This design comes from an exercise in tuning for small area and few clock cycles on the open sky130 flow, not from production work. RTL that was checked went through simulation tests only; none was proved equivalent to the original. Function not checked in runs 1 and 2: the RTL went through the layout flow alone. Power is estimated from default activity; no workload was simulated.

`design/flow/design.v`:
```
module cache_2way #(
  parameter int SET_W = 2,
  parameter int CNT_W = 16
) (
  input  logic             clk,
  input  logic             proc_reset,
  input  logic             proc_read,
  input  logic             proc_write,
  input  logic [29:0]      proc_addr,
  input  logic [31:0]      proc_wdata,
  output logic             proc_stall,
  output logic [31:0]      proc_rdata,
  output logic             mem_read,
  output logic             mem_write,
  output logic [27:0]      mem_addr,
  output logic [127:0]     mem_wdata,
  input  logic [127:0]     mem_rdata,
  input  logic             mem_ready,
  output logic [CNT_W-1:0] hit_cnt,
  output logic [CNT_W-1:0] miss_cnt
);
  localparam int TAG_W = 28 - SET_W;
  localparam int SETS  = 1 << SET_W;
  logic [SETS-1:0]  valid_q [2];
  logic [SETS-1:0]  dirty_q [2];
  logic [TAG_W-1:0] tag_q   [2][SETS];
  logic [127:0]     data_q  [2][SETS];
  logic [SETS-1:0]  lru_q;
  logic             missed_q;    
  logic [SET_W-1:0] set_idx;
  logic [SETS-1:0]  set_oh;
  logic [TAG_W-1:0] tag_in;
  logic [1:0]       word;
  logic [3:0]       word_oh;
  logic             req;
  logic [TAG_W-1:0] tag0, tag1, victim_tag;
  logic             hit0, hit1, hit, hit_way;
  logic             victim, victim_dirty, miss, fill, done;
  logic             sel_way;
  logic [2*SETS-1:0] line_oh;
  logic [127:0]     sel_line;
  logic [7:0]       rd_oh;
  assign set_idx = proc_addr[SET_W+1:2];
  assign tag_in  = proc_addr[29:SET_W+2];
  assign word    = proc_addr[1:0];
  assign req     = proc_read | proc_write;
  always_comb begin
    for (int s = 0; s < SETS; s++) set_oh[s] = (set_idx == s[SET_W-1:0]);
    for (int k = 0; k < 4; k++)    word_oh[k] = (word == k[1:0]);
  end
  logic [SETS*TAG_W-1:0] tags0, tags1;
  always_comb
    for (int s = 0; s < SETS; s++) begin
      tags0[s*TAG_W +: TAG_W] = tag_q[0][s];
      tags1[s*TAG_W +: TAG_W] = tag_q[1][s];
    end
  ao_sel #(.N(SETS), .W(TAG_W)) u_tag0 (.d(tags0), .sel(set_oh), .q(tag0));
  ao_sel #(.N(SETS), .W(TAG_W)) u_tag1 (.d(tags1), .sel(set_oh), .q(tag1));
  assign hit0    = valid_q[0][set_idx] && (tag0 == tag_in);
  assign hit1    = valid_q[1][set_idx] && (tag1 == tag_in);
  assign hit     = req && (hit0 || hit1);
  assign hit_way = ~hit0;
  always_comb begin
    victim = lru_q[set_idx];
    if (!valid_q[0][set_idx])
      victim = 1'b0;
    else if (!valid_q[1][set_idx])
      victim = 1'b1;
  end
  assign victim_dirty = dirty_q[victim][set_idx];
  assign victim_tag   = victim ? tag1 : tag0;
  assign miss         = req && !hit;
  assign mem_write = miss && victim_dirty;
  assign mem_read  = miss && !victim_dirty;
  assign mem_addr  = victim_dirty ? {victim_tag, set_idx} : proc_addr[29:2];
  assign fill       = mem_read && mem_ready;
  assign done       = hit || fill;
  assign proc_stall = req && !done;
  assign sel_way = hit ? hit_way : victim;
  always_comb
    for (int w = 0; w < 2; w++)
      for (int s = 0; s < SETS; s++)
        line_oh[w*SETS+s] = set_oh[s] && (sel_way == w[0]);
  logic [2*SETS*128-1:0] lines;
  always_comb
    for (int w = 0; w < 2; w++)
      for (int s = 0; s < SETS; s++)
        lines[(w*SETS+s)*128 +: 128] = data_q[w][s];
  ao_sel #(.N(2*SETS), .W(128)) u_line (.d(lines), .sel(line_oh), .q(sel_line));
  assign mem_wdata = sel_line;
  always_comb
    for (int k = 0; k < 4; k++) begin
      rd_oh[k]     = hit && word_oh[k];
      rd_oh[4 + k] = !hit && word_oh[k];
    end
  ao_sel #(.N(8), .W(32)) u_rdata (.d({mem_rdata, sel_line}), .sel(rd_oh), .q(proc_rdata));
  logic [3:0]   wsel;    
  logic [7:0]   wd_oh;
  logic [127:0] wdat;
  always_comb
    for (int k = 0; k < 4; k++) begin
      wsel[k]      = proc_write && word_oh[k];
      wd_oh[k]     = fill && !wsel[k];
      wd_oh[4 + k] = !(fill && !wsel[k]);
    end
  ao_sel2 #(.W(32)) u_wd0 (.a(mem_rdata[0*32 +: 32]), .b(proc_wdata), .sa(wd_oh[0]), .sb(wd_oh[4]), .q(wdat[0*32 +: 32]));
  ao_sel2 #(.W(32)) u_wd1 (.a(mem_rdata[1*32 +: 32]), .b(proc_wdata), .sa(wd_oh[1]), .sb(wd_oh[5]), .q(wdat[1*32 +: 32]));
  ao_sel2 #(.W(32)) u_wd2 (.a(mem_rdata[2*32 +: 32]), .b(proc_wdata), .sa(wd_oh[2]), .sb(wd_oh[6]), .q(wdat[2*32 +: 32]));
  ao_sel2 #(.W(32)) u_wd3 (.a(mem_rdata[3*32 +: 32]), .b(proc_wdata), .sa(wd_oh[3]), .sb(wd_oh[7]), .q(wdat[3*32 +: 32]));
  always_ff @(posedge clk) begin
    for (int w = 0; w < 2; w++)
      for (int s = 0; s < SETS; s++) begin
        if (fill && victim == w[0] && set_oh[s])
          tag_q[w][s] <= tag_in;
        for (int k = 0; k < 4; k++)
          if (set_oh[s] && ((fill && victim == w[0]) || (hit && wsel[k] && hit_way == w[0])))
            data_q[w][s][32*k +: 32] <= wdat[32*k +: 32];
      end
  end
  always_ff @(posedge clk or posedge proc_reset) begin
    if (proc_reset) begin
      valid_q[0] <= '0;
      valid_q[1] <= '0;
      dirty_q[0] <= '0;
      dirty_q[1] <= '0;
      lru_q      <= '0;
      missed_q   <= 1'b0;
      hit_cnt    <= '0;
      miss_cnt   <= '0;
    end else begin
      if (done) begin
        missed_q <= 1'b0;
        if (hit_cnt != '1)
          hit_cnt <= hit_cnt + 1'b1;
      end else if (miss && !missed_q) begin
        missed_q <= 1'b1;
        if (miss_cnt != '1)
          miss_cnt <= miss_cnt + 1'b1;
      end
      if (hit) begin
        lru_q[set_idx] <= ~hit_way;
        if (proc_write)
          dirty_q[hit_way][set_idx] <= 1'b1;
      end
      if (mem_write && mem_ready)
        dirty_q[victim][set_idx] <= 1'b0;
      if (fill) begin
        valid_q[victim][set_idx] <= 1'b1;
        dirty_q[victim][set_idx] <= proc_write;
        lru_q[set_idx]           <= ~victim;
      end
    end
  end
endmodule
module ao_sel #(
  parameter int N = 2,
  parameter int W = 1
) (
  input  logic [N*W-1:0] d,
  input  logic [N-1:0]   sel,
  output logic [W-1:0]   q
);
  always_comb begin
    q = '0;
    for (int i = 0; i < N; i++)
      q = q | (d[i*W +: W] & {W{sel[i]}});
  end
endmodule
module ao_sel2 #(
  parameter int W = 1
) (
  input  logic [W-1:0] a,
  input  logic [W-1:0] b,
  input  logic         sa,
  input  logic         sb,
  output logic [W-1:0] q
);
  assign q = (a & {W{sa}}) | (b & {W{sb}});
endmodule
```
`design/flow/flow/run.sh`:
```
#!/bin/bash
# The standard layout, with plain buf_1 cells as the port buffers instead of the
# delay buffers buffer_ports picks by default.
set -euo pipefail
export BUFFER_PORTS_ARGS="-buffer_cell sky130_fd_sc_hd__buf_1"
bash standard.sh finish > standard.log 2>&1
```
`design/flow/standard.sh`:
```
#!/bin/bash
# synth_recipe.tcl (not shown) runs the flow's synth.tcl, then flattens the netlist and writes it again
# the make line also repeats each setting of config.mk as NAME=value (left out here)
make -C /OpenROAD-flow-scripts/flow DESIGN_CONFIG=/design/flow/config.mk WORK_HOME=/design/flow/orfs CLKGATE_MAP_FILE= SYNTH_SCRIPT=/design/flow/synth_recipe.tcl "${@:-finish}"
```
`design/flow/config.mk`:
```
export PLATFORM = sky130hd
export DESIGN_NAME = cache_2way
export DESIGN_NICKNAME = cache_2way
export VERILOG_FILES = /design/flow/design.v
export SDC_FILE = /design/flow/constraint.sdc
export NUM_CORES = 8
export LEC_CHECK = 0
export CAP_MARGIN = 20
export CORE_MARGIN = 2
export CORE_UTILIZATION = 55
export CTS_BUF_LIST = sky130_fd_sc_hd__clkbuf_16
export CTS_CLUSTER_DIAMETER = 60
export CTS_CLUSTER_SIZE = 30
export SETUP_SLACK_MARGIN = 0.2
export SLEW_MARGIN = 20
export SYNTH_HIERARCHICAL = 1
```
`design/flow/constraint.sdc`:
```
create_clock -name core_clock -period 12.0 [get_ports {clk}]
set_input_delay 2.4000 -clock core_clock [delete_from_list [all_inputs] [get_ports {clk}]]
set_output_delay 2.4000 -clock core_clock [all_outputs]
set_load 0.01 [all_outputs]
```
==> results of run 1 <==
area by class of cell:
type                            count  area share
Sequential cell                  1285       0.671
Multi-Input combinational cell   1501       0.194
Timing Repair Buffer              535      0.0464
Clock buffer                       93      0.0407
Tap cell                         1243      0.0272
Clock inverter                     79      0.0193
Inverter                           15    0.000986
Antenna cell                        3    0.000131
per-stage QoR:
stage          instances  utilization  hold slack, ps  power (W)
2_1_floorplan       3012            -             434    0.00759
3_3_place_gp        4579        0.584             448    0.00892
3_5_place_dp        4579        0.584             452    0.00898
4_1_cts             4751        0.621             472     0.0124
5_1_grt             4752        0.621             490     0.0128
6_report            4754        0.621             472     0.0124
where the power goes:
group	total, W	internal [W]	leakage, nW	switching (W)
logic	0.00328	0.000834	4.71	0.00245
clock network	0.00347	0.00169	1.65	0.00178
registers	0.00566	0.00554	11.8	0.000117
layer usage:
| layer | vias to the layer above | part of all wire | global-route usage | wire [um] |
|---|---|---|---|---|
| li1 | 13400 | - | - | - |
| met1 | 16700 | 0.37 | 0.467 | 62200 |
| met2 | 2296 | 0.46 | 0.549 | 78500 |
| met3 | 391 | 0.12 | 0.0907 | 19900 |
| met4 | 10 | 0.053 | 0.163 | 9010 |
| met5 | - | 0.00037 | 0 | 63 |
flip-flops by register name, summed over array words and instances, names as in the netlist:
| name | count |
|---|---|
| miss_cnt | 16 |
| dirty_q | 8 |
| tag_q | 208 |
| missed_q | 1 |
| lru_q | 4 |
| data_q | 1024 |
| valid_q | 8 |
| hit_cnt | 16 |
path summary, 6_finish.rpt:
kind	startpoint	end	slack, ps	depth (start not counted)
setup / recovery	proc_addr[3]	proc_rdata[11]	950	18
hold / removal	valid_q[1][2]	valid_q[1][2]	470	1
setup reg to reg	tag_q[0][0]	data_q[4][69]	6600	12
hold reg to reg	valid_q[1][2]	valid_q[1][2]	470	1
max in group asynchronous	proc_reset	lru_q[1]	9640	3
min in group asynchronous	proc_reset	hit_cnt[12]	1860	3
synth_stat cells, types with 8 or more instances:
library cell / n
buf_4: 11
a22oi_1: 744
o21ai_0: 33
nor2_1: 40
xor2_1: 69
and3_1: 11
a22o_1: 122
xnor2_1: 13
a22o_2: 8
nor4_1: 27
edfxtp_1: 1232
nand2_1: 102
mux2i_1: 26
or2_2: 11
clkbuf_8: 9
buf_6: 136
nor3_1: 14
inv_1: 13
and2_1: 22
clkbuf_1: 16
nand3_1: 18
nand4_1: 178
buf_2: 36
dfrtp_1: 53
critical path: cells and delay by family:
family / cells / cell delay (ps)
AO/OA/AOI/OAI: 3 / 420
XOR/XNOR: 1 / 100
adder cells (fa/ha/maj): 1 / 810
buffers and inverters: 5 / 1810
multiplexers: 1 / 430
AND/OR/NAND/NOR: 7 / 2600
cell families after synthesis:
family	count (synthesis)	share of synthesized area
AND/OR/NAND/NOR	441	0.0473
adder cells (fa/ha/maj)	6	0.00147
AO/OA/AOI/OAI	938	0.140
multiplexers	34	0.00795
XOR/XNOR	82	0.0140
buffers and inverters	226	0.0400
flip-flops	1285	0.749
==> run notes, run 1 <==
* Status: complete, no violations
* Async S/R FF share, synth at 0.0412
* Power Density at 217 nW/um^2
* Root Buffer: clkbuf_16
* Cell Rows at 111
* Commonest non-fill, non-tap cell in the layout: edfxtp_1
* P_leak at 18.2 nW
* Vias in the first global route at around 32000
* TritonCTS clock tree: yes
* DR pass1 iterations at 6
* Synth Warn # at 14
* Crit path required time at 9600 ps
* Slew margin rel. at 0.269
* Gr usage total at 0.352
* Share of the synthesized area in the top cell type at 0.723
* Global-route wire length before repair at approximately 240000 um
* DRT Wirelength at 170000 um
* Post-cts gate resize count at 0
* Seq cells post-synth at 1285
* Max-Cap Viols at 0
* Filler cells at 6869
* Minimum clock period at 11050 ps
* Register Area at 38300 um^2
* Area Overhead vs Synth at 11.7%
* Syn_area_per_cell at 17.0 um^2
* Worst setup SP type: input port
* Final ANT Viol Nets at 0
* H-tree levels at 3
* Commonest cells after routing, fill and taps aside: edfxtp_1, a22oi_1, buf_1
* Fin nets at 3631
* CP Data Arrival Time at 8650 ps
* Port Buffers at 417
* Delay of the slowest cell on the worst path at 810 ps
* Clock transition at path regs at approximately 80 ps
* DRT iter0 DRCs at between 5000 and 6000
* Vias per cell at 6.91
* Post-route cell area at between 50000 and 60000 um^2
* Sink Count at 1285
* Clk buf depth at 3
* Antenna violations before repair at 7
* Via Count at 32900
* Drt drc at 0
* Multi-input gate area in the final layout at between 10000 and 15000 um^2
* Max VDD drop at 0.156 mV
* Synthesized area at 51100 um^2
* Ys flop type: edfxtp_1
* Max Slew Vio Count at 0
* Fmax at slightly above 0.09 GHz
* Crit-path slowest cell: ha_2
* Cells along the critical path: buf_1 > ha_2 > buf_4 > a22oi_1 > nand2_1 > xor2_1 > nor4_1 > nand4_1 > nor3_2 > buf_4 > mux2_2 > and2_4 > buf_4 > a22oi_1 > nand4_1 > a22oi_1 > nand4_1 > buf_1
* DP Wirelength at 108000 um
* Routability congestion estimate at roughly 0.94
* Number of synthesized flops with an enable pin at 1232
* Fraction of layout instances using a drive strength above 1 at 0.111
* I/O pins at 418
* WS Path Type: in -> out
* Main area contributors after synthesis: edfxtp_1, a22oi_1, buf_6, dfrtp_1, nand4_1
* Wire length per cell at 35.7 um
* Final setup fails at 0
* Crit Path Max Fanout at 56
* Total grt overflow at 0
* Element type at the critical path end: primary output
* Synthesized net count at about 3200
* RSZ-0062 raised after global routing: false
* Die area at 95400 um^2
* CTS Hold Bufs at 0
* Worst clock skew at 36.2 ps
* Synth area leader: edfxtp_1
* Final hold viol count at 0
* Post-DP Area at 53700 um^2
* Tcrit/Tclk final at 0.921
* Type of the most critical hold path: reg -> reg
* Gate Count Post-Synth at 3012
* Die height at about 310 um
* Core box area at 91900 um^2
* Pre-CTS setup slack at 1080 ps
* Total CTS buffers at about 90
* Initial Utilization at 0.556
* Worst-Skew Late Latency at 690 ps
* Worst slew pin tran at around 1100 ps
* Final TNS setup at 0 ps
* Chip width at 309 um
* Seq/Total Area, Yosys at 0.749
* Largest net degree at the start of global routing at 57
* Post-layout worst setup margin at 950 ps
* Postcts setup bufs at 0
* Distinct cells, synth at 56
==> run 2: changes to the inputs <==
--- a/design/flow/config.mk
+++ b/design/flow/config.mk
@@ -8,9 +8,9 @@
 export CAP_MARGIN = 20
 export CORE_MARGIN = 2
 export CORE_UTILIZATION = 55
-export CTS_BUF_LIST = sky130_fd_sc_hd__clkbuf_16
-export CTS_CLUSTER_DIAMETER = 60
-export CTS_CLUSTER_SIZE = 30
+export CTS_BUF_LIST = sky130_fd_sc_hd__clkbuf_8
+export CTS_CLUSTER_DIAMETER = 50
+export CTS_CLUSTER_SIZE = 18
 export SETUP_SLACK_MARGIN = 0.2
 export SLEW_MARGIN = 20
 export SYNTH_HIERARCHICAL = 1
==> run 2 against run 1 <==
Net effect:
- core utilization is 0.58 points lower
- cell area decreased by 0.93%
- critical endpoint is now proc_rdata[29]
- global-route usage up 0.30 points
- worst setup slack gained 73 ps
- sequential share of layout area increased by 0.63 points
- combinational power barely moved
- area after synthesis stayed put
- power shrank 3.5%
- wire length increased by 0.54%
- cell count grew 1.5%
- critical path type unchanged
- sequential power about the same
- still clean
- critical path depth stayed put
==> run notes, run 2 <==
* Total grt overflow at 0
* Seq cells post-synth at 1285
* Commonest cells after routing, fill and taps aside: edfxtp_1, a22oi_1, buf_1
* Initial Utilization at 0.556
* CTS Hold Bufs at 0
* Die area at 95400 um^2
* Post-DP Area at 53700 um^2
* Synth Area in Simple Gates at 0.0473
* Main area contributors after synthesis: edfxtp_1, a22oi_1, buf_6, dfrtp_1, nand4_1
* Element type at the critical path end: primary output
* Synthesized area at 51100 um^2
* Post-layout worst setup margin at 1020 ps
* Via Count at 33100
* Ys flop type: edfxtp_1
* Vias per cell at a little under 7
* I/O pins at approximately 420
* Worst clock skew at 40.1 ps
* WS Path Type: in -> out
* Antenna violations before repair at 8
* Sink Count at 1285
* Commonest non-fill, non-tap cell in the layout: edfxtp_1
* DP Wirelength at 108000 um
* Final hold viol count at 0
* Final ANT Viol Nets at 0
* Synth Area in Adders at 0.00147
* Port Buffers at between 400 and 500
* Synth Warn # at 14
* Fin nets at 3669
* Total chip power at about 0.012 W
* Final setup fails at 0
* Vias in the first global route at ~32000
* Root Buffer: clkbuf_8
* Synthesized net count at 3213
* Share of the synthesized area in the top cell type at 0.723
* Max FFs per register at 1024
* Largest net degree at the start of global routing at 57
* Gr usage total at 0.355
* DRT Wirelength at about 170000 um
* Minimum clock period at 10980 ps
* Max VDD drop at 0.173 mV
* Chip width at 309 um
* Most frequent cell after synthesis: edfxtp_1
* Hold Slack at 465 ps
* Global-route wire length before repair at 237000 um
* Worst setup SP type: input port
* Max Slew Vio Count at 0
* Main combinational cell family by area after synthesis: compound AO/OA/AOI/OAI gates
* Drt drc at 0
* DRT iter0 DRCs at 4881
* Postcts setup bufs at 0
* Filler cells at just under 7000
* Max-Cap Viols at 0
* Wire length per cell at 35.4 um
* Synth area leader: edfxtp_1
* Area Overhead vs Synth at 10.6%
* Biggest register: data_q
* Syn_area_per_cell at about 17 um^2
* Mux contribution to synthesized area at 0.00795
* Synth Area in Compound Gates at 0.140
* Post-route cell area at 56600 um^2
* Total CTS buffers at 130
* Gate Count Post-Synth at 3012
* Status: complete, no violations
* Die height at ~310 um
* Core box area at 91900 um^2
* H-tree levels at 4
* Worst slew pin tran at roughly 1100 ps
* Fraction of layout instances using a drive strength above 1 at 0.122
* Power Density at roughly 210 nW/um^2
* RSZ-0062 raised after global routing: false
* Seq/Total Area, Yosys at 0.749
* Number of synthesized flops with an enable pin at 1232
* Crit path required time at 9600 ps
* CP Data Arrival Time at 8580 ps
* DR pass1 iterations at 6
* Distinct cells, synth at 56
* R2R setup slack at 6730 ps
* Pre-CTS setup slack at ~1100 ps
* Post-cts gate resize count at 0
* Tcrit/Tclk final at 0.915
* Worst-Skew Late Latency at 860 ps
* TritonCTS clock tree: yes
* Xor and xnor area share after synthesis at 0.0140
* Routability congestion estimate at 0.944
* Regs by FF count: data_q: 1024 flops, tag_q: 208 flops
* Slew margin rel. at 0.253
* Type of the most critical hold path: reg -> reg
* Cell Rows at ~110
* Async S/R FF share, synth at 0.0412
* Final TNS setup at 0 ps
* P_leak at 18.0 nW
* Fmax at 0.0911 GHz
* Most frequent cells after synthesis: edfxtp_1, a22oi_1, nand4_1, buf_6, a22o_1
* Clock transition at path regs at 70 ps
* Crit Path Max Fanout at 56
* Clk buf depth at 3
-- run 2: cell counts after synthesis --
Identical to the previous run, type by type.
-- run 2: final timing paths --
kind                          startpoint  cells after the start             end
setup / recovery            proc_addr[3]                     18  proc_rdata[29]
hold / removal             valid_q[1][2]                      1   valid_q[1][2]
setup reg to reg             tag_q[2][0]                     12   data_q[2][69]
hold reg to reg            valid_q[1][2]                      1   valid_q[1][2]
max in group asynchronous     proc_reset                      3        lru_q[3]
min in group asynchronous     proc_reset                      3     hit_cnt[12]
-- run 2: metal layers --
| layer | part of all wire | routed length [um] | vias to the layer above | GRT usage |
|---|---|---|---|---|
| met5 | 0.00046 | 78 | - | 0 |
| met4 | 0.056 | 9490 | 12 | 0.184 |
| met3 | 0.12 | 20500 | 400 | 0.0950 |
| met2 | 0.46 | 78000 | 2287 | 0.544 |
| met1 | 0.37 | 62600 | 16900 | 0.469 |
| li1 | - | - | 13500 | - |
-- run 2: report_power, final --
part	total (W)	internal, W	leakage [nW]	switching [W]
Combinational	0.00328	0.000834	4.71	0.00245
Clock	0.00303	0.00138	1.49	0.00165
Sequential	0.00566	0.00554	11.8	0.000117
-- run 2: critical path, cell delays in order --
cell,delay [ps]
buf_1,370
ha_2,800
buf_4,320
a22oi_1,110
nand2_1,120
xor2_1,100
nor4_1,490
nand4_1,350
nor3_2,310
buf_4,360
mux2_2,430
and2_4,780
buf_4,570
a22oi_1,130
nand4_1,120
a22oi_1,210
nand4_1,320
buf_1,180
-- run 2: kinds of logic (layout without fill, tap and decap cells) --
kind of cell             Yosys count  count (layout)
AND/OR/NAND/NOR                  441             441
flip-flops                      1285            1285
multiplexers                      34              34
adder cells (fa/ha/maj)            6               6
AO/OA/AOI/OAI                    938             938
buffers and inverters            226             789
XOR/XNOR                          82              82
other                              0               6
-- run 2: area by class of cell --
| cell class | instances | area (um^2) | share of cell area |
|---|---|---|---|
| well taps | 1243 | 1560 | 0.0275 |
| flip-flops and latches | 1285 | 38300 | 0.677 |
| diodes | 6 | 15.0 | 0.000265 |
| repair buffers | 535 | 2650 | 0.0469 |
| clock inverters | 105 | 1040 | 0.0184 |
| multi-input cells | 1501 | 11100 | 0.196 |
| inverters | 15 | 56.3 | 0.000995 |
| clock buffers | 134 | 1840 | 0.0326 |
-- run 2: through the flow --
step           cells  utilization
6_report        4824        0.615
2_1_floorplan   3012            -
3_3_place_gp    4579        0.584
4_1_cts         4818        0.615
5_1_grt         4821        0.615
3_5_place_dp    4579        0.584
==> run 3: changes to the inputs <==
--- a/design/flow/design.v
+++ b/design/flow/design.v
@@ -95,28 +95,43 @@
     end
   ao_sel #(.N(8), .W(32)) u_rdata (.d({mem_rdata, sel_line}), .sel(rd_oh), .q(proc_rdata));
   logic [3:0]   wsel;    
-  logic [7:0]   wd_oh;
   logic [127:0] wdat;
   always_comb
-    for (int k = 0; k < 4; k++) begin
-      wsel[k]      = proc_write && word_oh[k];
-      wd_oh[k]     = fill && !wsel[k];
-      wd_oh[4 + k] = !(fill && !wsel[k]);
-    end
-  ao_sel2 #(.W(32)) u_wd0 (.a(mem_rdata[0*32 +: 32]), .b(proc_wdata), .sa(wd_oh[0]), .sb(wd_oh[4]), .q(wdat[0*32 +: 32]));
-  ao_sel2 #(.W(32)) u_wd1 (.a(mem_rdata[1*32 +: 32]), .b(proc_wdata), .sa(wd_oh[1]), .sb(wd_oh[5]), .q(wdat[1*32 +: 32]));
-  ao_sel2 #(.W(32)) u_wd2 (.a(mem_rdata[2*32 +: 32]), .b(proc_wdata), .sa(wd_oh[2]), .sb(wd_oh[6]), .q(wdat[2*32 +: 32]));
-  ao_sel2 #(.W(32)) u_wd3 (.a(mem_rdata[3*32 +: 32]), .b(proc_wdata), .sa(wd_oh[3]), .sb(wd_oh[7]), .q(wdat[3*32 +: 32]));
-  always_ff @(posedge clk) begin
+    for (int k = 0; k < 4; k++)
+      wsel[k] = proc_write && word_oh[k];
+  for (genvar k = 0; k < 4; k++) begin : g_wd
+    ao_sel2 #(.W(32)) u_wd (.a(proc_wdata), .b(mem_rdata[k*32 +: 32]), .sa(wsel[k]), .sb(!wsel[k]),
+                            .q(wdat[k*32 +: 32]));
+  end
+  logic [127:0]     data_d [2][SETS];
+  logic [TAG_W-1:0] tag_d  [2][SETS];
+  logic             tag_en [2][SETS];
+  logic [3:0]       data_en [2][SETS];
+  always_comb
     for (int w = 0; w < 2; w++)
       for (int s = 0; s < SETS; s++) begin
-        if (fill && victim == w[0] && set_oh[s])
-          tag_q[w][s] <= tag_in;
+        tag_en[w][s] = fill && victim == w[0] && set_oh[s];
         for (int k = 0; k < 4; k++)
-          if (set_oh[s] && ((fill && victim == w[0]) || (hit && wsel[k] && hit_way == w[0])))
-            data_q[w][s][32*k +: 32] <= wdat[32*k +: 32];
+          data_en[w][s][k] = set_oh[s] &&
+                             ((fill && victim == w[0]) || (hit && wsel[k] && hit_way == w[0]));
       end
+  for (genvar w = 0; w < 2; w++) begin : g_way
+    for (genvar s = 0; s < SETS; s++) begin : g_set
+      ao_sel2 #(.W(TAG_W)) u_tag (.a(tag_in), .b(tag_q[w][s]), .sa(tag_en[w][s]),
+                                  .sb(!tag_en[w][s]), .q(tag_d[w][s]));
+      for (genvar k = 0; k < 4; k++) begin : g_word
+        ao_sel2 #(.W(32)) u_data (.a(wdat[k*32 +: 32]), .b(data_q[w][s][k*32 +: 32]),
+                                  .sa(data_en[w][s][k]), .sb(!data_en[w][s][k]),
+                                  .q(data_d[w][s][k*32 +: 32]));
+      end
+    end
   end
+  always_ff @(posedge clk)
+    for (int w = 0; w < 2; w++)
+      for (int s = 0; s < SETS; s++) begin
+        tag_q[w][s]  <= tag_d[w][s];
+        data_q[w][s] <= data_d[w][s];
+      end
   always_ff @(posedge clk or posedge proc_reset) begin
     if (proc_reset) begin
       valid_q[0] <= '0;
--- a/design/flow/config.mk
+++ b/design/flow/config.mk
@@ -8,9 +8,9 @@
 export CAP_MARGIN = 20
 export CORE_MARGIN = 2
 export CORE_UTILIZATION = 55
-export CTS_BUF_LIST = sky130_fd_sc_hd__clkbuf_8
-export CTS_CLUSTER_DIAMETER = 50
-export CTS_CLUSTER_SIZE = 18
+export CTS_BUF_LIST = sky130_fd_sc_hd__clkbuf_16
+export CTS_CLUSTER_DIAMETER = 120
+export CTS_CLUSTER_SIZE = 28
 export SETUP_SLACK_MARGIN = 0.2
 export SLEW_MARGIN = 20
 export SYNTH_HIERARCHICAL = 1
==> run 3 against run 2 <==
Net effect:
- first-iteration DRC count increased by 25%
- core utilization decreased by 5.0 points
- wire length increased by 19%
- worst hold slack improved by 9.8 ps
- die area increased by 2.7%
- clock power decreased by 29%
- sequential share of layout area decreased by 19 points
- largest cell class unchanged
==> run notes, run 3 <==
* Status: complete, no violations
* Slew margin rel. at 0.159
* Clk buf depth at 3
* Share of the synthesized area in the top cell type at 0.469
* Worst path top cell family by delay: simple AND/OR/NAND/NOR gates
* Seq/Total Area, Yosys at 0.495
* Main combinational cell family by area after synthesis: compound AO/OA/AOI/OAI gates
* Tcrit/Tclk final at 0.932
* Root Buffer: clkbuf_16
* Synth Area in Compound Gates at 0.346
* Total CTS buffers at 51
* Internal power at ~0.0093 W
* Postcts setup bufs at 0
* Chip width at 313 um
* Critical path depth in cells at 18
* DRT Wirelength at 202000 um
* CP Data Arrival Time at 8790 ps
* Via Count at approximately 43000
* Cell Rows at 113
* Global-route wire length before repair at 290000 um
* Max VDD drop at 0.181 mV
* Biggest register: data_q
* Delay of the slowest cell on the worst path at 860 ps
* Crit Path Max Fanout at 76
* Worst clock skew at 29.7 ps
* Final ANT Viol Nets at 0
* RR Startpoint: tag_q[6][25]
* Fraction of layout instances using a drive strength above 1 at 0.0788
* Seq cells post-synth at 1285
* Worst slew pin tran at 1260 ps
* Worst-Skew Late Latency at 720 ps
* Synth Area in Adders at 0.00143
* Syn_area_per_cell at between 10 and 15 um^2
* Worst path bufs/invs at 4
* Post-layout worst setup margin at 812 ps
* Commonest non-fill, non-tap cell in the layout: a22o_1
* Comb power frac at 0.363
* Reg2Reg Capture Point: data_q[6][95]
* Gate Count Post-Synth at 4547
* R2R setup slack at 7270 ps
* Number of synthesized flops with an enable pin at 0
* Power Density at 280 nW/um^2
* Fin nets at roughly 5000
* Type of the most critical hold path: reg -> reg
* Synthesized area at 52500 um^2
* Clock transition at path regs at 110 ps
* Pre-CTS setup slack at 942 ps
* Drt drc at 0
* Element type at the critical path end: primary output
* Cells along the critical path: buf_1 > inv_1 > ha_4 > a22oi_1 > nand2_1 > xor2_1 > nor4_1 > nand4_1 > nor3_1 > o21ai_1 > mux2i_1 > nor2_4 > buf_4 > a22oi_1 > nand4_1 > a22oi_1 > nand4_1 > buf_1
* Fmax at 0.0894 GHz
* DP Wirelength at between 100000 and 150000 um
* Synthesized net count at 4748
* Routability congestion estimate at 0.987
* Worst Setup EP: proc_rdata[30]
* DRT iter0 DRCs at 6122
* Post-cts gate resize count at 0
* Synth area leader: dfxtp_1
* Total chip power at roughly 0.015 W
* Crit path required time at 9600 ps
* Post-DP Area at 52100 um^2
* Area Overhead vs Synth at 2.06%
* CTS Hold Bufs at 0
* Switching pwr at 0.00567 W
* P_leak at between 20 and 25 nW
* Final TNS setup at 0 ps
* Core box area at 94900 um^2
* Max FFs per register at between 1000 and 1500
* Post-Place Cells at 5894
* Mux contribution to synthesized area at 0.00250
* Ys flop type: dfxtp_1
* Gr usage total at 0.393
* H-tree levels at 2
* First element of the critical path: proc_addr[3]
* Final hold viol count at 0
* Die area at 98000 um^2
* Vias per cell at 7.28
* Switching share of power at 0.377
* Seq pwr share at 0.494
* Minimum clock period at about 11000 ps
* Antenna violations before repair at 10
* Regs by FF count: data_q: 1024 flops, tag_q: 208 flops
* Max-Cap Viols at 0
* Max Slew Vio Count at 0
* WS Path Type: in -> out
* Sink Count at 1285
* Initial Utilization at 0.554
* Xor and xnor area share after synthesis at 0.0137
* Synth Area in Simple Gates at 0.0504
* Fin cells at a little under 6000
* Total grt overflow at 0
* Most frequent cell after synthesis: a22o_1
* Die height at 313 um
* Clock Power Share at 0.143
* Port Buffers at 417
* RSZ-0062 raised after global routing: false
* Main area contributors after synthesis: dfxtp_1, a22o_1, a22oi_1, buf_6, dfrtp_1
* Async S/R FF share, synth at 0.0412
* Post-route cell area at 53600 um^2
* Synth Warn # at 24
* Final setup fails at 0
* Worst setup SP type: input port
* Most frequent cells after synthesis: a22o_1, dfxtp_1, a22oi_1, buf_6, nand4_1
* Largest net degree at the start of global routing at 77
* TritonCTS clock tree: yes
* Commonest cells after routing, fill and taps aside: a22o_1, dfxtp_1, a22oi_1
* Crit-path slowest cell: ha_4
* Distinct cells, synth at 48
* Vias in the first global route at between 40000 and 50000
* I/O pins at around 420
* Wire length per cell at about 34 um
* DR pass1 iterations at 6
* Worst r2r path cells at 10
==> run 3: changes by cell type in the layout (fill, tap and decap cells not counted), moves of 28 or more <==
cell | previous run | this run
a31oi_1 | 1 | 29
a22o_1 | 122 | 1240
dfxtp_1 | 0 | 1232
edfxtp_1 | 1232 | 0
clkbuf_16 | 0 | 52
clkbuf_8 | 134 | 0
a22o_2 | 8 | 121
nand2_1 | 102 | 164
==> run 3: cell type report <==
class	count	area, um^2
diodes	6	15.0
multi-input cells	2779	21900
well taps	1265	1580
fillers	8292	41200
repair buffers	544	2670
inverters	26	97.6
flip-flops and latches	1285	26000
clock buffers	52	1300
clock inverters	11	58.8
==> run 3: cell families (layout without fill, tap and decap cells) <==
kind of cell,count (synthesis),in the layout
AO/OA/AOI/OAI,2176,2176
flip-flops,1285,1285
AND/OR/NAND/NOR,506,506
buffers and inverters,483,633
XOR/XNOR,82,82
multiplexers,9,9
adder cells (fa/ha/maj),6,6
other,0,6
==> run 3: through the flow <==
stage / hold slack [ps] / utilization
after floorplan: 429 / -
after global placement: 447 / 0.549
after detailed placement: 448 / 0.549
after CTS: 480 / 0.564
after global routing: 491 / 0.565
final: 475 / 0.565
==> run 3: worst min path at each step <==
stage	from	endpoint	slack [ps]	cells past startpoint
global placement	valid_q[0][3]	valid_q[0][3]	450	1
floorplan	valid_q[0][2]	valid_q[0][2]	430	1
finish	valid_q[0][2]	valid_q[0][2]	470	1
detailed placement	valid_q[0][0]	valid_q[0][0]	450	1
CTS	valid_q[0][2]	valid_q[0][2]	480	1
global route	data_q[6][82]	data_q[6][82]	490	1
==> run 3: per-layer routing <==
layer	vias to the layer above	GRT usage	routed length (um)
li1	18400	-	-
met1	21900	0.542	82600
met2	2699	0.585	88100
met3	466	0.104	22600
met4	14	0.159	8810
met5	-	0	92
==> run 3: power by group through the flow <==
stage	registers, W	clock network [W]	logic, W
finish	0.00742	0.00215	0.00545
floorplan	0.00718	0	0.00373
global route	0.00762	0.00230	0.00576
detailed placement	0.00741	0	0.00531
CTS	0.00736	0.00217	0.00532
global placement	0.00745	0	0.00521
Testbench counts of run 3, summed over its fixed seeds: cycles 72,443.
==> run 4: changes to the inputs <==
--- a/design/flow/config.mk
+++ b/design/flow/config.mk
@@ -8,9 +8,9 @@
 export CAP_MARGIN = 20
 export CORE_MARGIN = 2
 export CORE_UTILIZATION = 55
-export CTS_BUF_LIST = sky130_fd_sc_hd__clkbuf_16
-export CTS_CLUSTER_DIAMETER = 120
-export CTS_CLUSTER_SIZE = 28
+export CTS_BUF_LIST = sky130_fd_sc_hd__clkbuf_8
+export CTS_CLUSTER_DIAMETER = 100
+export CTS_CLUSTER_SIZE = 16
 export SETUP_SLACK_MARGIN = 0.2
 export SLEW_MARGIN = 20
 export SYNTH_HIERARCHICAL = 1
==> run 4 against run 3 <==
Net effect:
- count of clock-buffer cells in the layout increased by 40
- die area is the same
- global-route usage up 0.27 points
==> run notes, run 4 <==
* Status: complete, no violations
* Worst clock skew at 52.4 ps
* Port Buffers at 417
* Power Density at ~280 nW/um^2
* Clock Power Share at 0.143
* DRT Wirelength at slightly above 200000 um
* Multi-input gate area in the final layout at 21900 um^2
* Delay of the slowest cell on the worst path at 860 ps
* Worst-Skew Late Latency at slightly above 800 ps
* Fin nets at 4927
* P_leak at around 22 nW
* Synthesized area at around 53000 um^2
* Crit-path slowest cell: ha_4
* DRT iter0 DRCs at 6512
* Max-Cap Viols at 0
* Vias in the first global route at 40800
* Regs by FF count: data_q: 1024 flops, tag_q: 208 flops
* Share of the synthesized area in the top cell type at 0.469
* Worst setup SP type: input port
* Syn_area_per_cell at 11.6 um^2
* Total CTS buffers at 90
* Clock transition at path regs at 90 ps
* Async S/R FF share, synth at 0.0412
* R2R setup slack at 7320 ps
* Gate Count Post-Synth at 4547
* Fin cells at 6014
* Worst r2r path cells at 10
* Number of synthesized flops with an enable pin at 0
* Largest net degree at the start of global routing at 77
* H-tree levels at 3
* Register Area at 26000 um^2
* Synth area leader: dfxtp_1
* Switching pwr at around 0.0057 W
* CP Data Arrival Time at around 8700 ps
* Max FFs per register at 1024
* Core box area at 94900 um^2
* Final hold viol count at 0
* Cell Rows at 113
* Fmax at ~0.09 GHz
* Synth Warn # at 24
* Crit path required time at 9600 ps
* Via Count at 43700
* Die height at about 310 um
* Antenna violations before repair at 11
* RR Startpoint: tag_q[6][25]
* Chip width at 313 um
* Worst Setup EP: proc_rdata[31]
* DR pass1 iterations at 6
* Cells along the critical path: buf_1 > inv_1 > ha_4 > a22oi_1 > nand2_1 > xor2_1 > nor4_1 > nand4_1 > nor3_1 > o21ai_1 > mux2i_1 > and2_4 > buf_4 > a22oi_1 > nand4_1 > a22oi_1 > nand4_1 > buf_1
* First element of the critical path: proc_addr[3]
* Ys flop type: dfxtp_1
* Reg2Reg Capture Point: data_q[7][71]
* Max VDD drop at 0.151 mV
* Slew margin rel. at 0.184
* Max Slew Vio Count at 0
* Element type at the critical path end: primary output
* Seq pwr share at 0.495
* Wire length per cell at ~34 um
* Main area contributors after synthesis: dfxtp_1, a22o_1, a22oi_1, buf_6, dfrtp_1
* Post-Place Cells at 5894
* Postcts setup bufs at 0
* I/O pins at 418
* Seq cells post-synth at about 1300
* Synthesized net count at 4748
* Switching share of power at 0.381
* Filler cells at between 8000 and 9000
* Minimum clock period at 11140 ps
* Seq/Total Area, Yosys at 0.495
* Gr usage total at 0.396
* Root Buffer: clkbuf_8
* Die area at 98000 um^2
* Distinct cells, synth at 48
* Internal power at 0.00928 W
* WS Path Type: in -> out
* Worst slew pin tran at 1220 ps
* Global-route wire length before repair at a little under 300000 um
* CTS Hold Bufs at 0
* Comb power frac at 0.363
* Total grt overflow at 0
* Sink Count at 1285
* Most frequent cells after synthesis: a22o_1, dfxtp_1, a22oi_1, buf_6, nand4_1
* Area Overhead vs Synth at 2.08%
* Initial Utilization at 0.554
* Most frequent cell after synthesis: a22o_1
* Vias per cell at 7.26
* Fraction of layout instances using a drive strength above 1 at 0.0875
* Final setup fails at 0
* Final TNS setup at 0 ps
* Clk buf depth at 3
* Crit Path Max Fanout at 76
* TritonCTS clock tree: yes
* Post-cts gate resize count at 0
* Commonest cells after routing, fill and taps aside: a22o_1, dfxtp_1, a22oi_1
* Final ANT Viol Nets at 0
* DP Wirelength at ~130000 um
* Tcrit/Tclk final at 0.929
* Drt drc at 0
* Type of the most critical hold path: reg -> reg
* Routability congestion estimate at 0.987
* RSZ-0062 raised after global routing: false
* Biggest register: data_q
* Commonest non-fill, non-tap cell in the layout: a22o_1
[run 4: layout make-up]
class	instances	area share
clock buffer	92	0.0236
inverter	26	0.00182
sequential	1285	0.485
tap	1265	0.0295
timing repair buffer	544	0.0495
multi-input combinational	2779	0.408
clock inverter	17	0.00222
antenna	6	0.000280
[run 4: worst min-delay path by stage]
stage                       start  depth (start not counted)             to
floorplan           valid_q[0][2]                          1  valid_q[0][2]
global placement    valid_q[0][3]                          1  valid_q[0][3]
detailed placement  valid_q[0][0]                          1  valid_q[0][0]
CTS                 valid_q[0][2]                          1  valid_q[0][2]
global route        data_q[6][82]                          1  data_q[6][82]
finish              data_q[3][41]                          1  data_q[3][41]
[run 4: power groups by stage]
stage          Combinational (W)  Sequential (W)  Clock (W)
3_3_place_gp             0.00521         0.00745          0
4_1_cts                  0.00532         0.00737    0.00216
2_1_floorplan            0.00373         0.00718          0
3_5_place_dp             0.00531         0.00741          0
5_1_grt                  0.00575         0.00762    0.00230
6_report                 0.00544         0.00742    0.00214
[run 4: critical path, delay by kind of cell]
family / cells / cell delay (ps)
AO/OA/AOI/OAI: 4 / 1000
XOR/XNOR: 1 / 80
adder cells (fa/ha/maj): 1 / 860
buffers and inverters: 4 / 1160
multiplexers: 1 / 440
AND/OR/NAND/NOR: 7 / 2710
[run 4: logic make-up after synthesis]
group	count (synthesis)	synth area share
xor+xnor	82	0.0137
flops	1285	0.495
compound gates	2176	0.346
simple gates	506	0.0504
mux	9	0.00250
buf+inv	483	0.0914
fa+ha+maj	6	0.00143
[run 4: stage by stage]
stage	util	hold slack [ps]	total power, W	worst slack (ps)	area (um^2)
4_1_cts	0.564	479	0.0148	922	53500
6_report	0.565	478	0.0150	856	53600
3_5_place_dp	0.549	448	0.0127	942	52100
5_1_grt	0.565	488	0.0157	606	53600
3_3_place_gp	0.549	447	0.0127	950	52100
2_1_floorplan	-	429	0.0109	3340	52500
[run 4: routing by layer]
metal  up-vias  share of wire  track usage
met1     21900           0.41        0.542
li1      18400              -            -
met3       542           0.11        0.110
met2      2756           0.43        0.585
met5         -        0.00039            0
met4        12          0.047        0.172
==> run 5: changes to the inputs <==
--- a/design/flow/config.mk
+++ b/design/flow/config.mk
@@ -10,7 +10,6 @@
 export CORE_UTILIZATION = 55
 export CTS_BUF_LIST = sky130_fd_sc_hd__clkbuf_8
 export CTS_CLUSTER_DIAMETER = 100
-export CTS_CLUSTER_SIZE = 16
-export SETUP_SLACK_MARGIN = 0.2
+export CTS_CLUSTER_SIZE = 14
 export SLEW_MARGIN = 20
 export SYNTH_HIERARCHICAL = 1
==> run 5 against run 4 <==
Net effect:
- clock skew shrank 4.4 ps
- wire length grew 0.14%
- maximum frequency is 1.0% lower
- synthesized cell count did not move
- combinational power is essentially flat
- register-to-register slack worse by 50 ps
- still clean on timing, DRC and antenna
- count of clock-buffer cells in the layout is 10 higher
- sequential power about the same
- die area unchanged
- critical endpoint is now proc_rdata[30]
- flip-flop and latch count stayed put
- cell area grew 0.29%
==> run notes, run 5 <==
* CP Data Arrival Time at around 8900 ps
* Global-route wire length before repair at 292000 um
* Final TNS setup at 0 ps
* Most frequent cell after synthesis: a22o_1
* Root Buffer: clkbuf_8
* Crit Path Max Fanout at 76
* Gr usage total at 0.397
* Share of the synthesized area in the top cell type at 0.469
* Worst slew pin tran at about 1200 ps
* Crit path required time at 9600 ps
* Type of the most critical hold path: reg -> reg
* Hold Path Cell Cnt at 1
* R2R setup slack at 7270 ps
* Fraction of layout instances using a drive strength above 1 at 0.0894
* DRT Wirelength at just over 200000 um
* Clock transition at path regs at 100 ps
* Worst r2r path cells at 10
* Biggest register: data_q
* Max-Cap Viols at 0
* Worst-Skew Late Latency at approximately 850 ps
* Cell Rows at ~110
* WS Path Type: in -> out
* RSZ-0062 raised after global routing: false
* Fmax at 0.0888 GHz
* Postcts setup bufs at 0
* Final core occ at 0.567
* TritonCTS clock tree: yes
* Synth area leader: dfxtp_1
* Most frequent cells after synthesis: a22o_1, dfxtp_1, a22oi_1, buf_6, nand4_1
* Final ANT Viol Nets at 0
* Gate Count Post-Synth at ~4500
* P_leak at 22.5 nW
* Multi-input gate area in the final layout at approximately 22000 um^2
* Main area contributors after synthesis: dfxtp_1, a22o_1, a22oi_1, buf_6, dfrtp_1
* DRT iter0 DRCs at approximately 6300
* Drt drc at 0
* Element type at the critical path end: primary output
* Die area at 98000 um^2
* Distinct cells, synth at 48
* Wire length per cell at 33.7 um
* Clk buf depth at 3
* Synthesized area at 52500 um^2
* Tcrit/Tclk final at 0.938
* Final hold viol count at 0
* Die height at 313 um
* Max FFs per register at 1024
* Regs by FF count: data_q: 1024 flops, tag_q: 208 flops
* Routability congestion estimate at 0.987
* Post-layout worst setup margin at about 740 ps
* Post-route cell area at 53800 um^2
* Via Count at 43700
* Total chip power at 0.0151 W
* Status: complete, no violations
* Post-DP Area at 52100 um^2
* Port Buffers at 417
* Synth Warn # at 24
* Worst setup SP type: input port
* Initial Utilization at 0.554
* Commonest non-fill, non-tap cell in the layout: a22o_1
* Antenna violations before repair at 10
* Fin nets at 4939
* Register Area at 26000 um^2
* DP Wirelength at 128000 um
* Chip width at 313 um
* Worst clock skew at 47.9 ps
* Post-cts gate resize count at 0
* Async S/R FF share, synth at 0.0412
* H-tree levels at 3
* Final setup fails at 0
* Vias per cell at 7.26
* Max VDD drop at 0.145 mV
* Commonest cells after routing, fill and taps aside: a22o_1, dfxtp_1, a22oi_1
* Pre-CTS setup slack at between 900 and 1000 ps
* Ys flop type: dfxtp_1
* Core box area at 94900 um^2
* Largest net degree at the start of global routing at 77
* Power Density at approximately 280 nW/um^2
* Synthesized net count at 4748
* Number of synthesized flops with an enable pin at 0
* Slew margin rel. at 0.204
* Total grt overflow at 0
* Max Slew Vio Count at 0
* Minimum clock period at 11260 ps
* Syn_area_per_cell at 11.6 um^2
* Total CTS buffers at 101
* Vias in the first global route at 40900
* CTS Hold Bufs at 0
* Seq cells post-synth at 1285
* Filler cells at 8320
* Area Overhead vs Synth at 2.38%
* Seq/Total Area, Yosys at 0.495
* DR pass1 iterations at 7
* I/O pins at 418
* Sink Count at 1285
-- run 5: cell count changes in the layout (fill, tap and decap cells not counted) --
cell | before | now
clkbuf_8 | 92 | 102
clkinvlp_4 | 3 | 0
inv_1 | 31 | 34
inv_6 | 2 | 4
and2_2 | 20 | 19
and2_4 | 6 | 7
buf_16 | 3 | 4
bufinv_16 | 1 | 0
diode_2 | 6 | 5
inv_8 | 1 | 2
nand2_2 | 9 | 8
nand2_4 | 0 | 1
-- run 5: worst paths after layout --
kind	from	end
worst max-delay path	proc_addr[3]	proc_rdata[30]
worst min-delay path	valid_q[0][1]	valid_q[0][1]
worst max register to register	tag_q[6][25]	data_q[6][75]
worst min register to register	valid_q[0][1]	valid_q[0][1]
max in group asynchronous	proc_reset	hit_cnt[0]
min in group asynchronous	proc_reset	miss_cnt[4]
-- run 5: area by class of cell --
type	count	share of cell area
multi-input combinational	2779	0.407
sequential	1285	0.483
antenna	5	0.000233
clock buffer	102	0.0261
clock inverter	19	0.00198
timing repair buffer	545	0.0499
inverter	26	0.00181
tap	1265	0.0294
-- run 5: where the power goes --
part / internal [W] / switching, W / total [W] / leakage, nW
registers: 0.00631 / 0.00111 / 0.00742 / 11.0
logic: 0.00225 / 0.00320 / 0.00545 / 10.7
clock network: 0.000775 / 0.00144 / 0.00222 / 0.833
total: 0.00934 / 0.00575 / 0.0151 / 22.5
-- run 5: logic make-up after synthesis --
| kind of cell | after synthesis | synth area share |
|---|---|---|
| adder cells (fa/ha/maj) | 6 | 0.00143 |
| XOR/XNOR | 82 | 0.0137 |
| multiplexers | 9 | 0.00250 |
| AO/OA/AOI/OAI | 2176 | 0.346 |
| buffers and inverters | 483 | 0.0914 |
| AND/OR/NAND/NOR | 506 | 0.0504 |
| flip-flops | 1285 | 0.495 |
-- run 5: critical path: stages --
cell and delay, ps:
buf_1 300, inv_1 270, ha_4 840, a22oi_1 220, nand2_1 150, xor2_1 90, nor4_1 630, nand4_1 280
nor3_1 470, o21ai_1 280, mux2i_1 260, nor2_4 720, buf_4 680, a22oi_1 200, nand4_1 280, a22oi_1 300
nand4_1 210, buf_1 170
-- run 5: per-layer routing --
metal / part of all wire / wire (um) / GRT usage / vias up
li1: - / - / - / 18500
met1: 0.41 / 82400 / 0.544 / 21900
met2: 0.44 / 88600 / 0.589 / 2821
met3: 0.11 / 22900 / 0.106 / 530
met4: 0.046 / 9300 / 0.169 / 12
met5: 0.00039 / 80 / 0 / -
-- run 5: stage by stage --
stage | cells | hold WS [ps]
3_5_place_dp | 5894 | 448
3_3_place_gp | 5894 | 447
6_report | 6026 | 474
4_1_cts | 6015 | 475
5_1_grt | 6026 | 486
2_1_floorplan | 4547 | 429
==> run 6: changes to the inputs <==
--- a/design/flow/config.mk
+++ b/design/flow/config.mk
@@ -8,8 +8,8 @@
 export CAP_MARGIN = 20
 export CORE_MARGIN = 2
 export CORE_UTILIZATION = 55
-export CTS_BUF_LIST = sky130_fd_sc_hd__clkbuf_8
+export CTS_BUF_LIST = sky130_fd_sc_hd__clkbuf_16
 export CTS_CLUSTER_DIAMETER = 100
-export CTS_CLUSTER_SIZE = 14
+export CTS_CLUSTER_SIZE = 24
 export SLEW_MARGIN = 20
 export SYNTH_HIERARCHICAL = 1
==> run 6 against run 5 <==
Net effect:
- cell area up 0.12%
- cell count down 0.81%
- sequential power about the same
- count of clock-buffer cells in the layout down 41
- wire length down 0.54%
- synthesized cell count unchanged
- clock power up 5%
- die area unchanged
- still clean
- critical path depth unchanged
- register-to-register slack better by 30 ps
- highest routed layer unchanged
- worst hold slack worse by 2.1 ps
==> run notes, run 6 <==
* Delay of the slowest cell on the worst path at ~860 ps
* Port Buffers at 417
* P_leak at 22.5 nW
* Antenna violations before repair at 12
* I/O pins at around 420
* Seq/Total Area, Yosys at 0.495
* Biggest register: data_q
* Total grt overflow at 0
* Cell Rows at about 110
* Switching share of power at 0.376
* Worst slew pin tran at 1280 ps
* DRT iter0 DRCs at between 6000 and 7000
* Slew margin rel. at 0.145
* Synthesized net count at 4748
* Hold Slack at about 470 ps
* Total CTS buffers at 60
* Post-Place Cells at 5894
* Seq pwr share at 0.489
* Synth area leader: dfxtp_1
* Async S/R FF share, synth at 0.0412
* Clk buf depth at 3
* Fin cells at approximately 6000
* DR pass1 iterations at 6
* Comb power frac at 0.359
* Commonest cells after routing, fill and taps aside: a22o_1, dfxtp_1, a22oi_1
* Largest net degree at the start of global routing at 77
* TritonCTS clock tree: yes
* Die height at ~310 um
* Synth Area in Simple Gates at 0.0504
* Synth Area in Compound Gates at 0.346
* Main combinational cell family by area after synthesis: compound AO/OA/AOI/OAI gates
* Crit Path Max Fanout at 76
* Cells along the critical path: buf_1 > inv_1 > ha_4 > a22oi_1 > nand2_1 > xor2_1 > nor4_1 > nand4_1 > nor3_1 > o21ai_1 > mux2i_1 > nor2_4 > buf_4 > a22oi_1 > nand4_1 > a22oi_1 > nand4_1 > buf_1
* WS Path Type: in -> out
* Clock Power Share at 0.153
* Die area at 98000 um^2
* Most frequent cells after synthesis: a22o_1, dfxtp_1, a22oi_1, buf_6, nand4_1
* Type of the most critical hold path: reg -> reg
* Most frequent cell after synthesis: a22o_1
* Syn_area_per_cell at 11.6 um^2
* Element type at the critical path end: primary output
* Max-Cap Viols at 0
* Number of synthesized flops with an enable pin at 0
* Gate Count Post-Synth at ~4500
* Seq cells post-synth at 1285
* Max FFs per register at 1024
* Met3 Usage GRT at 0.108
* Synth Warn # at 24
* Gr usage total at 0.393
* CTS Hold Bufs at 0
* Chip width at between 300 and 400 um
* Drt drc at 0
* Wire length per cell at 33.8 um
* Share of the synthesized area in the top cell type at 0.469
* DP Wirelength at 128000 um
* Global-route wire length before repair at 290000 um
* Final setup fails at 0
* H-tree levels at 2
* Regs by FF count: data_q: 1024 flops, tag_q: 208 flops
* Final hold viol count at 0
* Commonest non-fill, non-tap cell in the layout: a22o_1
* Core box area at 94900 um^2
* Synth Area in Adders at 0.00143
* Xor and xnor area share after synthesis at 0.0137
* Via Count at 43500
* Area Overhead vs Synth at 2.51%
* Worst setup SP type: input port
* Main area contributors after synthesis: dfxtp_1, a22o_1, a22oi_1, buf_6, dfrtp_1
* Max Slew Vio Count at 0
* Worst clock skew at 35.2 ps
* Final ANT Viol Nets at 0
* Postcts setup bufs at 0
* Minimum clock period at between 10000 and 15000 ps
* Distinct cells, synth at 48
* Initial Utilization at 0.554
* Max VDD drop at 0.145 mV
* Crit-path slowest cell: ha_4
* GR peak layer: met2
* Power Density at 282 nW/um^2
* Post-cts gate resize count at 0
* Fraction of layout instances using a drive strength above 1 at 0.0807
* RSZ-0062 raised after global routing: false
* Status: complete, no violations
* Crit path required time at 9600 ps
* Clock transition at path regs at 100 ps
* Tcrit/Tclk final at 0.932
* Synthesized area at 52500 um^2
* Internal power at 0.00948 W
* DRT Wirelength at between 200000 and 250000 um
* Vias in the first global route at 40400
* Sink Count at 1285
* Root Buffer: clkbuf_16
* Fmax at just under 0.09 GHz
* Worst path top cell family by delay: simple AND/OR/NAND/NOR gates
* Ys flop type: dfxtp_1
* Met2 Use GR at 0.582
* Met1 Use GR at 0.540
* Worst-Skew Late Latency at between 700 and 800 ps
* Switching pwr at 0.00570 W
* Final TNS setup at 0 ps
* CP Data Arrival Time at between 8000 and 9000 ps
* Routability congestion estimate at just under 1
* Vias per cell at a little over 7
* Mux contribution to synthesized area at 0.00250
* Fin nets at 4897
* Worst path bufs/invs at 4
[run 6: cell counts after synthesis]
Identical to the previous run, type by type.
[run 6: worst register-to-register path, delay by kind of cell, from the launching register on]
| family | cells | cell delay, ps |
|---|---|---|
| xor+xnor | 1 | 160 |
| flops | 1 | 340 |
| compound gates | 3 | 1180 |
| simple gates | 6 | 2930 |
[run 6: power groups by stage]
stage	clock (W)	combinational [W]	sequential, W
after floorplan	0	0.00373	0.00718
final	0.00232	0.00545	0.00742
after detailed placement	0	0.00531	0.00741
after CTS	0.00233	0.00532	0.00737
after global routing	0.00248	0.00575	0.00763
after global placement	0	0.00521	0.00745
[run 6: kinds of logic after synthesis]
kind of cell    Yosys count
flops                  1285
fa+ha+maj                 6
mux                       9
xor+xnor                 82
simple gates            506
compound gates         2176
buf+inv                 483
[run 6: final cells by class]
class / count / area [um^2]
repair buffers: 544 / 2660
clock inverters: 12 / 77.6
fillers: 8266 / 41000
flip-flops and latches: 1285 / 26000
diodes: 5 / 12.5
inverters: 26 / 97.6
multi-input cells: 2779 / 21900
clock buffers: 61 / 1530
well taps: 1265 / 1580
[run 6: final timing paths]
path                                     from              to  slack [ps]  depth (start not counted)
worst max-delay path             proc_addr[3]  proc_rdata[30]         810                         18
worst min-delay path            valid_q[0][2]   valid_q[0][2]         470                          1
worst max register to register    tag_q[6][6]   data_q[6][95]        7300                         10
worst min register to register  valid_q[0][2]   valid_q[0][2]         470                          1
max in group asynchronous          proc_reset      hit_cnt[0]        9630                          3
min in group asynchronous          proc_reset     miss_cnt[4]        1850                          3
[run 6: metal layers]
metal,vias up,part of all wire
met2,2655,0.43
met1,21900,0.41
met3,472,0.11
li1,18400,-
met4,18,0.046
met5,-,0.00058
[run 6: per-stage QoR]
stage               cell area, um^2  power, W  worst slack (ps)  utilization
finish                        53900    0.0152               814        0.568
global route                  53900    0.0159               597        0.568
CTS                           53700    0.0150               921        0.566
detailed placement            52100    0.0127               942        0.549
global placement              52100    0.0127               950        0.549
floorplan                     52500    0.0109              3340            -
==> run 7: changes to the inputs <==
==> design/flow/config.mk (replaced) <==
export PLATFORM = sky130hd
export DESIGN_NAME = cache_2way
export DESIGN_NICKNAME = cache_2way
export VERILOG_FILES = /design/flow/design.v
export SDC_FILE = /design/flow/constraint.sdc
export NUM_CORES = 8
export LEC_CHECK = 0
export CAP_MARGIN = 5
export CORE_MARGIN = 2
export CORE_UTILIZATION = 65
export CTS_BUF_LIST = sky130_fd_sc_hd__clkbuf_16
export CTS_CLUSTER_DIAMETER = 100
export CTS_CLUSTER_SIZE = 24
export SLEW_MARGIN = 5
export SYNTH_HIERARCHICAL = 1
==> run 7 against run 6 <==
Net effect:
- still clean
- via count increased by 2.2%
- area after synthesis is the same
- die area is 15% lower
- non-clock buffer count down 5
- register-to-register slack improved by 150 ps
- worst hold slack improved by 5.6 ps
- count of clock-buffer cells in the layout did not move
- sequential share of layout area rose by 0.34 points
- first-iteration DRC count grew 13%
- worst setup slack worse by 58 ps
- synthesized cell count unchanged
- clock power fell by 2%
==> run notes, run 7 <==
* Status: complete, no violations
* Port Buffers at 417
* Crit Path Max Fanout at 60
* Worst slew pin tran at between 1000 and 1500 ps
* Synth Warn # at 24
* Clk buf depth at 3
* Chip width at 288 um
* I/O pins at 418
* Worst clock skew at ~27 ps
* Worst path bufs/invs at 6
* Type of the most critical hold path: reg -> reg
* Max VDD drop at 0.184 mV
* Power Density at 284 nW/um^2
* Largest net degree at the start of global routing at 72
* Register Area at 26000 um^2
* Worst setup SP type: input port
* Crit-path slowest cell: and2_4
* Main area contributors after synthesis: dfxtp_1, a22o_1, a22oi_1, buf_6, dfrtp_1
* WS Path Type: in -> out
* CP Data Arrival Time at approximately 9000 ps
* Regs by FF count: data_q: 1024 flops, tag_q: 208 flops
* Biggest register: data_q
* Worst-Skew Late Latency at 690 ps
* Share of the synthesized area in the top cell type at 0.469
* Most frequent cell after synthesis: a22o_1
* Final ANT Viol Nets at 0
* P_leak at 22.4 nW
* Post-cts gate resize count at 0
* Final setup fails at 0
* Cells along the critical path: buf_1 > inv_1 > ha_2 > buf_4 > a22oi_1 > nand2_1 > xor2_1 > nor4_1 > nand2_1 > nor3_1 > buf_4 > o21ai_1 > mux2_2 > and2_4 > buf_4 > a22oi_1 > nand4_1 > a22oi_1 > nand4_1 > buf_1
* Number of synthesized flops with an enable pin at 0
* Root Buffer: clkbuf_16
* Minimum clock period at 11240 ps
* Seq/Total Area, Yosys at 0.495
* Max Slew Vio Count at 0
* Die height at 288 um
* Ys flop type: dfxtp_1
* Die area at 83100 um^2
* Total chip power at 0.0152 W
* Clock transition at path regs at roughly 90 ps
* Multi-input gate area in the final layout at ~22000 um^2
* Fmax at 0.0889 GHz
* Cell Rows at ~100
* DRT iter0 DRCs at roughly 6900
* Vias per cell at 7.71
* Total grt overflow at 0
* Wire length per cell at 34.2 um
* Initial Utilization at 0.654
* Via Count at 44500
* Max-Cap Viols at 0
* Vias in the first global route at just over 40000
* RSZ-0062 raised after global routing: false
* Gr usage total at 0.453
* Fraction of layout instances using a drive strength above 1 at 0.0779
* Commonest cells after routing, fill and taps aside: a22o_1, dfxtp_1, a22oi_1
* Routability congestion estimate at about 1
* Sink Count at 1285
* Fin nets at 4891
* DP Wirelength at 124000 um
* Slew margin rel. at 0.0519
* Worst path top cell family by delay: simple AND/OR/NAND/NOR gates
* Crit path required time at 9600 ps
* Drt drc at 0
* Element type at the critical path end: primary output
* DRT Wirelength at 197000 um
* DR pass1 iterations at 8
* Synthesized area at around 53000 um^2
* Postcts setup bufs at 0
* Core box area at 80300 um^2
* Async S/R FF share, synth at 0.0412
* Final TNS setup at 0 ps
* Commonest non-fill, non-tap cell in the layout: a22o_1
* Synth area leader: dfxtp_1
* Filler cells at 6344
* Area Overhead vs Synth at 1.79%
* Final hold viol count at 0
* Delay of the slowest cell on the worst path at 800 ps
* H-tree levels at 2
* TritonCTS clock tree: yes
* Antenna violations before repair at 14
* Tcrit/Tclk final at 0.937
* Global-route wire length before repair at 284000 um
* CTS Hold Bufs at 0
* Gate Count Post-Synth at about 4500
* Syn_area_per_cell at 11.6 um^2
* Seq cells post-synth at 1285
* Distinct cells, synth at 48
* Hold Slack at 477 ps
* Total CTS buffers at 59
* Most frequent cells after synthesis: a22o_1, dfxtp_1, a22oi_1, buf_6, nand4_1
* Max FFs per register at 1024
* Synthesized net count at 4748
-- run 7: cell count changes in the layout (fill, tap and decap cells not counted), moves of 4 or more --
cell | before | now
buf_4 | 117 | 111
nand2_1 | 164 | 168
ha_2 | 0 | 4
ha_4 | 4 | 0
buf_12 | 6 | 11
-- run 7: final timing paths --
path | start | endpoint | slack (ps) | cells after the start
worst max-delay path | proc_addr[2] | proc_rdata[13] | 760 | 20
worst min-delay path | data_q[6][35] | data_q[6][35] | 480 | 1
worst max register to register | lru_q[3] | data_q[5][96] | 7450 | 9
worst min register to register | data_q[6][35] | data_q[6][35] | 480 | 1
max in group asynchronous | proc_reset | dirty_q[0][0] | 9620 | 3
min in group asynchronous | proc_reset | miss_cnt[2] | 1880 | 3
-- run 7: per-stage QoR --
stage | utilization | worst slack [ps] | instance area [um^2] | instances
2_1_floorplan | - | 3340 | 52500 | 4547
3_3_place_gp | 0.646 | 1180 | 51900 | 5689
3_5_place_dp | 0.646 | 1040 | 51900 | 5689
4_1_cts | 0.666 | 1010 | 53500 | 5761
5_1_grt | 0.666 | 641 | 53500 | 5768
6_report | 0.666 | 756 | 53500 | 5768
-- run 7: area by class of cell --
class                      count  share of cell area
clock inverter                11            0.000866
clock buffer                  61              0.0285
multi-input combinational   2779               0.409
antenna                        7            0.000328
timing repair buffer         539              0.0490
tap                         1060              0.0248
inverter                      26             0.00182
sequential                  1285               0.486
-- run 7: cells by family (layout without fill, tap and decap cells) --
group / Yosys count / in the layout / share of synthesized area
simple gates: 506 / 506 / 0.0504
compound gates: 2176 / 2176 / 0.346
other cells: 0 / 7 / 0
fa+ha+maj: 6 / 6 / 0.00143
xor+xnor: 82 / 82 / 0.0137
buf+inv: 483 / 637 / 0.0914
mux: 9 / 9 / 0.00250
flops: 1285 / 1285 / 0.495
-- run 7: report_power, final --
| group | total, W | internal [W] | switching [W] |
|---|---|---|---|
| Combinational | 0.00546 | 0.00223 | 0.00322 |
| Sequential | 0.00744 | 0.00631 | 0.00113 |
| Clock | 0.00227 | 0.000910 | 0.00136 |
| Total | 0.0152 | 0.00945 | 0.00571 |
-- run 7: worst register-to-register path: cells and delay by family (launching register included) --
family                 cells  cell delay [ps]
and+or+nand+nor            3             1560
DFF                        1              400
muxes                      1              470
buffers and inverters      1              530
AOI/OAI and AO/OA          4             1490
-- run 7: per-layer routing --
metal  part of all wire  vias to the layer above  wire, um  track usage
met2               0.43                     3401     84100        0.667
met1               0.38                    22000     75400        0.607
li1                   -                    18400         -            -
met3               0.13                      706     25800        0.127
met4              0.059                       12     11600        0.234
met5             0.0011                        -       226       0.0102

[port drivers added, routing unchanged]
Ports are ideal in the flow. The routed layouts listed here were re-timed in OpenROAD.
Step 1: set_driving_cell puts a clkbuf_16 on clk and a buf_2 on each other input, an assumption about the parent block.
Step 2 times the ports against the registers' clock, not the clock port: input delays grow and output delays shrink by t, the midpoint of the rising clock arrivals with the driver on.
Slacks: ideal ports / drivers / drivers and shift; pairs: ideal ports / drivers.
| run | t (ns) | slack for setup (ns) | hold slack, ns | pins driven straight from the clock port |
|---|---|---|---|---|
| run 1 | 0.742 | 0.950 / 0.927 / 0.927 | 0.472 / 0.472 / 0.472 | 1 |
| run 2 | 0.912 | 1.023 / 1.001 / 1.001 | 0.465 / 0.465 / 0.465 | 1 |
| run 3 | 0.776 | 0.812 / 0.789 / 0.789 | 0.475 / 0.475 / 0.475 | 1 |
| run 4 | 0.867 | 0.856 / 0.833 / 0.833 | 0.478 / 0.478 / 0.478 | 1 |
| run 5 | 0.891 | 0.738 / 0.715 / 0.715 | 0.474 / 0.474 / 0.474 | 1 |
| run 6 | 0.780 | 0.814 / 0.791 / 0.791 | 0.472 / 0.472 / 0.472 | 1 |
| run 7 | 0.744 | 0.756 / 0.730 / 0.730 | 0.477 / 0.477 / 0.477 | 1 |
After both steps every run listed still meets setup and hold. For run 7, which loses most, drivers alone change the setup slack by -0.026 ns; drivers and shift together by -0.026 ns.
